This design comes from an exercise in tuning for small area, a short achievable clock period and few clock cycles per item on the open sky130 flow, not from production work. In this exercise RTL edits were held to simulation tests only and were not proved equivalent to the original.

--- flow/run.sh ---
#!/bin/bash
# synth_recipe.tcl (not shown) runs the flow's synth.tcl, then flattens the netlist and writes it again
# the make line also repeats each setting of config.mk as NAME=value (left out here)
make -C /OpenROAD-flow-scripts/flow DESIGN_CONFIG=/design/flow/config.mk WORK_HOME=/design/flow/orfs CLKGATE_MAP_FILE= SYNTH_SCRIPT=/design/flow/synth_recipe.tcl finish
--- flow/config.mk ---
export PLATFORM = sky130hd
export DESIGN_NAME = incremental_bounding_sphere
export DESIGN_NICKNAME = incremental_bounding_sphere
export VERILOG_FILES = /design/flow/design.v
export SDC_FILE = /design/flow/constraint.sdc
export NUM_CORES = 4
export LEC_CHECK = 0
export CAP_MARGIN = 20
export CORE_MARGIN = 2
export CORE_UTILIZATION = 40
export SLEW_MARGIN = 20
--- flow/constraint.sdc ---
create_clock -name core_clock -period 16.0 [get_ports {clk}]
set_input_delay 3.2000 -clock core_clock [delete_from_list [all_inputs] [get_ports {clk}]]
set_output_delay 3.2000 -clock core_clock [all_outputs]
set_load 0.01 [all_outputs]
--- flow/design.v ---
package ibs_pkg;
	localparam int unsigned COORD_W = 32;
	localparam int unsigned OFF_W = 33;
	localparam int unsigned SQ_W = 66;
	localparam int unsigned DIST_W = 34;
	localparam int unsigned RAD_W = 32;
	typedef enum logic [7:0] {
		ST_IDLE  = 8'b0000_0001,
		ST_SQ    = 8'b0000_0010,
		ST_ROOT  = 8'b0000_0100,
		ST_CMP   = 8'b0000_1000,
		ST_MUL   = 8'b0001_0000,
		ST_DIV   = 8'b0010_0000,
		ST_UPD   = 8'b0100_0000,
		ST_OUT   = 8'b1000_0000
	} ibs_state_t;
endpackage
import ibs_pkg::*;
module ibs_divider (
	input  logic                           clk,
	input  logic                           arst_n,
	input  logic                           start,
	input  logic [2*ibs_pkg::DIST_W-1:0]   num,
	input  logic [ibs_pkg::DIST_W-1:0]     den,
	output logic                           done,
	output logic [ibs_pkg::DIST_W-1:0]     quot
);
	localparam int unsigned NW = 2 * DIST_W;
	localparam int unsigned CW = $clog2(NW + 1);
	logic [NW-1:0]     num_q;
	logic [DIST_W:0]   rem_q;
	logic [CW-1:0]     cnt_q;
	logic              busy_q;
	logic [DIST_W:0]   shifted;
	logic [DIST_W:0]   diff;
	assign shifted = {rem_q[DIST_W-1:0], num_q[NW-1]};
	assign diff = shifted - {1'b0, den};
	always_ff @(posedge clk or negedge arst_n) begin
		if (!arst_n) begin
			busy_q <= 1'b0;
			cnt_q  <= '0;
			done   <= 1'b0;
		end else begin
			done <= 1'b0;
			if (start) begin
				busy_q <= 1'b1;
				cnt_q  <= CW'(NW);
			end else if (busy_q) begin
				cnt_q <= cnt_q - 1'b1;
				if (cnt_q == CW'(1)) begin
					busy_q <= 1'b0;
					done   <= 1'b1;
				end
			end
		end
	end
	always_ff @(posedge clk) begin
		if (start) begin
			num_q <= num;
			rem_q <= '0;
			quot  <= '0;
		end else if (busy_q) begin
			num_q <= {num_q[NW-2:0], 1'b0};
			if (!diff[DIST_W]) begin
				rem_q <= diff;
				quot  <= {quot[DIST_W-2:0], 1'b1};
			end else begin
				rem_q <= shifted;
				quot  <= {quot[DIST_W-2:0], 1'b0};
			end
		end
	end
endmodule
import ibs_pkg::*;
module incremental_bounding_sphere (
	input  logic        clk,
	input  logic        arst_n,
	input  logic        in_valid,
	output logic        in_stall,
	input  logic signed [31:0] point_x,
	input  logic signed [31:0] point_y,
	input  logic signed [31:0] point_z,
	input  logic        start_new,
	output logic        out_valid,
	input  logic        out_stall,
	output logic signed [31:0] center_x,
	output logic signed [31:0] center_y,
	output logic signed [31:0] center_z,
	output logic [31:0] sphere_radius,
	output logic        grew,
	output logic        saturated
);
	ibs_pkg::ibs_state_t        state_q;
	logic signed [COORD_W-1:0] ctr_q [3];
	logic [RAD_W-1:0]  rad_q;
	logic              empty_q;
	logic signed [OFF_W-1:0] off_q [3];
	logic [SQ_W-1:0]   sum_q;
	logic [DIST_W-1:0] root_q;
	logic [DIST_W-1:0] half_q;
	logic [1:0]        axis_q;
	logic [5:0]        bit_q;
	logic [DIST_W-1:0] mul_a, mul_b;
	logic [2*DIST_W-1:0] mul_p;
	logic [DIST_W-1:0] trial;
	logic [OFF_W-1:0]  off_mag;
	logic              div_start, div_done;
	logic [DIST_W-1:0] div_q;
	logic [DIST_W:0]   rad_sum;
	logic signed [COORD_W+1:0] new_c;
	assign trial = root_q | (DIST_W'(1) << bit_q);
	assign off_mag = off_q[axis_q][OFF_W-1] ? OFF_W'(-off_q[axis_q]) : off_q[axis_q];
	always_comb begin
		mul_a = DIST_W'(off_mag);
		mul_b = DIST_W'(off_mag);
		unique case (state_q)
			ST_ROOT: begin
				mul_a = trial;
				mul_b = trial;
			end
			ST_MUL:  mul_b = half_q;
			default: ;
		endcase
	end
	assign mul_p = mul_a * mul_b;
	assign rad_sum = {3'b000, rad_q} + {1'b0, half_q};
	assign new_c = off_q[axis_q][OFF_W-1]
		? (COORD_W+2)'(ctr_q[axis_q]) - (COORD_W+2)'(signed'({2'b00, div_q}))
		: (COORD_W+2)'(ctr_q[axis_q]) + (COORD_W+2)'(signed'({2'b00, div_q}));
	assign div_start = (state_q == ST_MUL);
	ibs_divider u_div (
		.clk    (clk),
		.arst_n (arst_n),
		.start  (div_start),
		.num    (mul_p),
		.den    (root_q),
		.done   (div_done),
		.quot   (div_q)
	);
	assign in_stall = (state_q != ST_IDLE) || out_valid;
	always_ff @(posedge clk or negedge arst_n) begin
		if (!arst_n) begin
			state_q   <= ST_IDLE;
			empty_q   <= 1'b1;
			out_valid <= 1'b0;
			rad_q     <= '0;
			for (int i = 0; i < 3; i++) ctr_q[i] <= '0;
		end else begin
			if (state_q == ST_OUT) out_valid <= 1'b1;
			else if (out_valid && !out_stall) out_valid <= 1'b0;
			unique case (state_q)
				ST_IDLE: if (in_valid && !in_stall) begin
					if (start_new || empty_q) begin
						ctr_q[0] <= point_x;
						ctr_q[1] <= point_y;
						ctr_q[2] <= point_z;
						rad_q    <= '0;
						empty_q  <= 1'b0;
						grew     <= 1'b1;
						state_q  <= ST_OUT;
					end else begin
						off_q[0] <= OFF_W'(point_x) - OFF_W'(ctr_q[0]);
						off_q[1] <= OFF_W'(point_y) - OFF_W'(ctr_q[1]);
						off_q[2] <= OFF_W'(point_z) - OFF_W'(ctr_q[2]);
						sum_q    <= '0;
						axis_q   <= 2'd0;
						grew     <= 1'b0;
						state_q  <= ST_SQ;
					end
				end
				ST_SQ: begin
					sum_q <= sum_q + SQ_W'(mul_p);
					if (axis_q == 2'd2) begin
						root_q  <= '0;
						bit_q   <= 6'(DIST_W - 1);
						state_q <= ST_ROOT;
					end else axis_q <= axis_q + 2'd1;
				end
				ST_ROOT: begin
					if (mul_p <= (2*DIST_W)'(sum_q)) root_q <= trial;
					if (bit_q == 6'd0) state_q <= ST_CMP;
					else bit_q <= bit_q - 6'd1;
				end
				ST_CMP: begin
					if (root_q > DIST_W'(rad_q)) begin
						half_q  <= (root_q - DIST_W'(rad_q)) >> 1;
						grew    <= 1'b1;
						axis_q  <= 2'd0;
						state_q <= ST_MUL;
					end else state_q <= ST_OUT;
				end
				ST_MUL: state_q <= ST_DIV;
				ST_DIV: if (div_done) state_q <= ST_UPD;
				ST_UPD: begin
					ctr_q[axis_q] <= COORD_W'(new_c);
					if (axis_q == 2'd2) begin
						rad_q   <= (|rad_sum[DIST_W:RAD_W]) ? '1 : rad_sum[RAD_W-1:0];
						state_q <= ST_OUT;
					end else begin
						axis_q  <= axis_q + 2'd1;
						state_q <= ST_MUL;
					end
				end
				ST_OUT: state_q <= ST_IDLE;
				default: state_q <= ST_IDLE;
			endcase
		end
	end
	assign center_x = ctr_q[0];
	assign center_y = ctr_q[1];
	assign center_z = ctr_q[2];
	assign sphere_radius = rad_q;
	assign saturated = (rad_q == '1);
endmodule
==> impl_metrics.json <==
{
  "outcome": "no timing/DRC/antenna violations",
  "cp_common_cell": "fa_1",
  "grt_max_degree": 111,
  "path_class": "reg2reg",
  "clockRootBuffer": "clkbuf_16",
  "dr.pass1.iters": 6,
  "start_util_pct": 40.2,
  "utilization_pct": 44.7,
  "regToRegStartpoint": "axis_q[0]",
  "cts_made_buffers": 70,
  "drive_above_1_share_pct": 5.48,
  "routedWlPerCell_um": 25.0,
  "setup_violations": 0,
  "end_kind": "flop",
  "dp.cells": 11400,
  "holdPathStages": 2,
  "cp-start-kind": "flop",
  "drc": 0,
  "overflow": 0,
  "cts.sinks": 522,
  "layout_setup_ws_ns": 1.16,
  "dieArea_um2": 195000,
  "cts_tree": "yes",
  "grt_pass1_wl_um": 427000,
  "synth_area_um2": 76400,
  "clkLatencyLatePin_ns": 0.70,
  "postRouteAntennaNets": 0,
  "synth_flop_cell": "edfxtp_1",
  "antenna_found_initial": 8,
  "whs_ns": 0.483,
  "critPathMaxStageDelay_ns": 0.88,
  "r2r_end": "root_q[20]",
  "yosys_warnings": 4,
  "hold_viol": 0,
  "final_cells": 11600,
  "synth_nets": 10700,
  "rows": 160,
  "synthDistinctLibCells": 93,
  "synth_seq_cells": 522,
  "coreArea_um2": 190000,
  "r2r_slack_ns": 1.16,
  "period_minus_slack_ns": 14.84,
  "place_congestion": 1.04,
  "slew_violations": 0,
  "setup-tns-final_ns": 0,
  "rsz0062_at_grt": "no",
  "die_y_um": 441,
  "fmax_mhz": 67.4,
  "nets": 10800,
  "htreeDepth": 3,
  "cap_violations": 0,
  "clk_path_buf_depth": 3,
  "tightest_slew_ns": 1.22,
  "synth_edf_count": 309,
  "ys_seq_area_share_pct": 18.7,
  "hold_path.startpoint": "u_div.rem_q[28]",
  "max-slew-margin-rel_pct": 17.4,
  "syn2layout_area_growth_pct": 11.0,
  "min_to": "u_div.rem_q[28]",
  "nFillCells": 18500,
  "io_pins": 233,
  "chipWidth_um": 441,
  "place_ws_ns": 1.45,
  "ys_async_sr_fraction_pct": 28.2,
  "grt_use_total_pct": 29.6,
  "synthCells": 8872,
  "io_buffer_count": 232,
  "routed-via-count": 65800,
  "arrival_ns": 15.23,
  "fin_worst_skew_ns": 0.0560,
  "dp_hpwl_um": 233000,
  "crit_path_top_delay_cell": "a21o_1",
  "fin_crit_sh_pct": 92.7,
  "drt-total-wl_um": 290000,
  "grt_pass1_vias": 66100,
  "syn_avg_cell_area_um2": 8.61,
  "cts_hold_buf": 0,
  "holdCritPathClass": "reg2reg",
  "critical_path.max_fanout": 87,
  "path_clk_slew_ns": 0.06,
  "vias_per_cell": 5.68,
  "reg2regPathDepth": 45,
  "cp.required_ns": 16.39,
  "cts_resized": 0,
  "cts_setup_buffers": 0,
  "drtIter0Drc": 6350
}
[kinds of logic (layout without fill, tap and decap cells)]
group / Yosys count / in the layout / share of synthesized area, %
mux: 82 / 82 / 1.15
fa+ha+maj: 1680 / 1680 / 37.6
other cells: 0 / 4 / 0
xor+xnor: 372 / 372 / 4.26
flops: 522 / 522 / 18.7
compound gates: 1693 / 1693 / 14.0
buf+inv: 1865 / 2057 / 9.32
simple gates: 2658 / 2658 / 15.0
[metrics by stage]
stage	instance area [um2]
3_5_place_dp	82500
6_report	84800
4_1_cts	84800
5_1_grt	84800
3_3_place_gp	82500
2_1_floorplan	76400
[cells in the mapped netlist, drive strengths merged, types with 9 or more instances]
master   instances  area [um2]
inv           1456        5470
nor2          1129        4240
fa            1028       20600
nand2          941        3530
ha             652        8160
a21oi          603        3020
clkbuf         326        1220
edfxtp         309        9280
o21ai          299        1500
xnor2          269        2360
a21o           159        1190
dfrtp          145        3630
xor2           103         902
a211oi          98         741
nor3            84         442
buf             83         428
a22oi           79         593
nand4           79         500
o21bai          71         533
a31oi           69         432
nor2b           67         419
o21a            67         503
dfxtp           66        1320
nand2b          61         382
nand3           58         305
mux2i           53         551
and2            48         300
and3            41         257
nor4            39         272
or3             37         231
o31ai           33         262
mux2            29         327
o211ai          28         210
a211o           26         228
a22o            16         140
or2             16         100
a221oi          15         161
nand3b          14         105
o31a            13         114
a2111oi         12         105
a221o           10         101
o22ai           10        62.6
or4             10        75.1
o41ai            9        78.8
[worst max-delay path by stage]
stage / startpoint / to / slack [ns] / depth (start not counted)
global route: axis_q[0] / root_q[32] / 0.61 / 47
global placement: axis_q[1] / root_q[19] / 1.21 / 47
finish: axis_q[0] / root_q[20] / 1.16 / 45
detailed placement: axis_q[0] / root_q[20] / 1.45 / 45
floorplan: axis_q[0] / root_q[0] / 2.45 / 51
CTS: axis_q[0] / root_q[23] / 1.43 / 47
[worst max-delay path, delay by kind of cell (launching register included)]
family / cells / cell delay, ns
AOI/OAI and AO/OA: 11 / 3.75
muxes: 1 / 0.35
and+or+nand+nor: 12 / 2.59
adders and majority gates: 11 / 5.62
DFF: 1 / 0.39
xor gates and xnor gates: 2 / 0.73
buffers and inverters: 8 / 1.04
[layout make-up]
class	instances	area [um2]	area share (%)
multi-input cells	6485	55400	65.3
diodes	4	10.0	0.0118
clock buffers	88	1880	2.22
clock inverters	41	373	0.440
inverters	1456	5470	6.44
repair buffers	472	4250	5.01
flip-flops and latches	522	14300	16.8
well taps	2511	3140	3.70
[state kept, by name (all words and copies together), names as in the netlist]
register / count
state_q: 8
half_q: 33
u_div.num_q: 68
off_q: 99
sum_q: 66
empty_q: 1
root_q: 34
bit_q: 6
ctr_q: 96
grew: 1
u_div.done: 1
u_div.cnt_q: 7
u_div.rem_q: 34
u_div.busy_q: 1
u_div.quot: 32
out_valid: 1
rad_q: 32
axis_q: 2
[metal layers]
layer | global-route usage [%] | vias to the layer above | share of wire [%]
li1 | - | 29100 | -
met5 | 0 | - | 0.0048
met3 | 6.62 | 770 | 9.4
met4 | 17.5 | 2 | 7.2
met1 | 38.4 | 32700 | 40
met2 | 45.4 | 3192 | 44
[cells in the final DEF (no fill, tap or decap), drive strengths merged, types with 37 or more instances in the layout]
master,count
a211oi,98
a21o,159
a21oi,603
a22oi,79
a31oi,69
and2,48
and3,41
buf,241
clkbuf,88
clkdlybuf4s50,231
dfrtp,145
dfxtp,66
edfxtp,309
fa,1028
ha,652
inv,1460
mux2i,53
nand2,941
nand2b,61
nand3,58
nand4,79
nor2,1129
nor2b,67
nor3,84
nor4,39
o21a,67
o21ai,299
o21bai,71
or3,37
xnor2,269
xor2,103
Testbench counts, summed over its fixed seeds: cycles 465,594, points 5,466.

-- port drivers added, routing unchanged --
No port has a modelled driver above. Below, the same layout with a new extraction and two added sets of constraints.
Step 1 assumes that a clkbuf_16 drives the clock port and a buf_2 every other input.
Step 2 also shifts input and output timing later by t, the mid clock arrival at the registers, as if the neighbouring blocks saw the same clock.
Three values: ideal, step 1, step 2; two values: the first two.
shift t [ns]: 0.762
setup WS [ns]: 1.164 / 1.164 / 1.164
hold WS [ns]: 0.483 / 0.483 / 0.483
slew at the worst register clock pin (ns): 0.08 / 0.08
After both steps setup and hold are still met in this run. For this run, drivers alone change the setup slack by 0.000 ns; drivers and shift together by 0.000 ns.
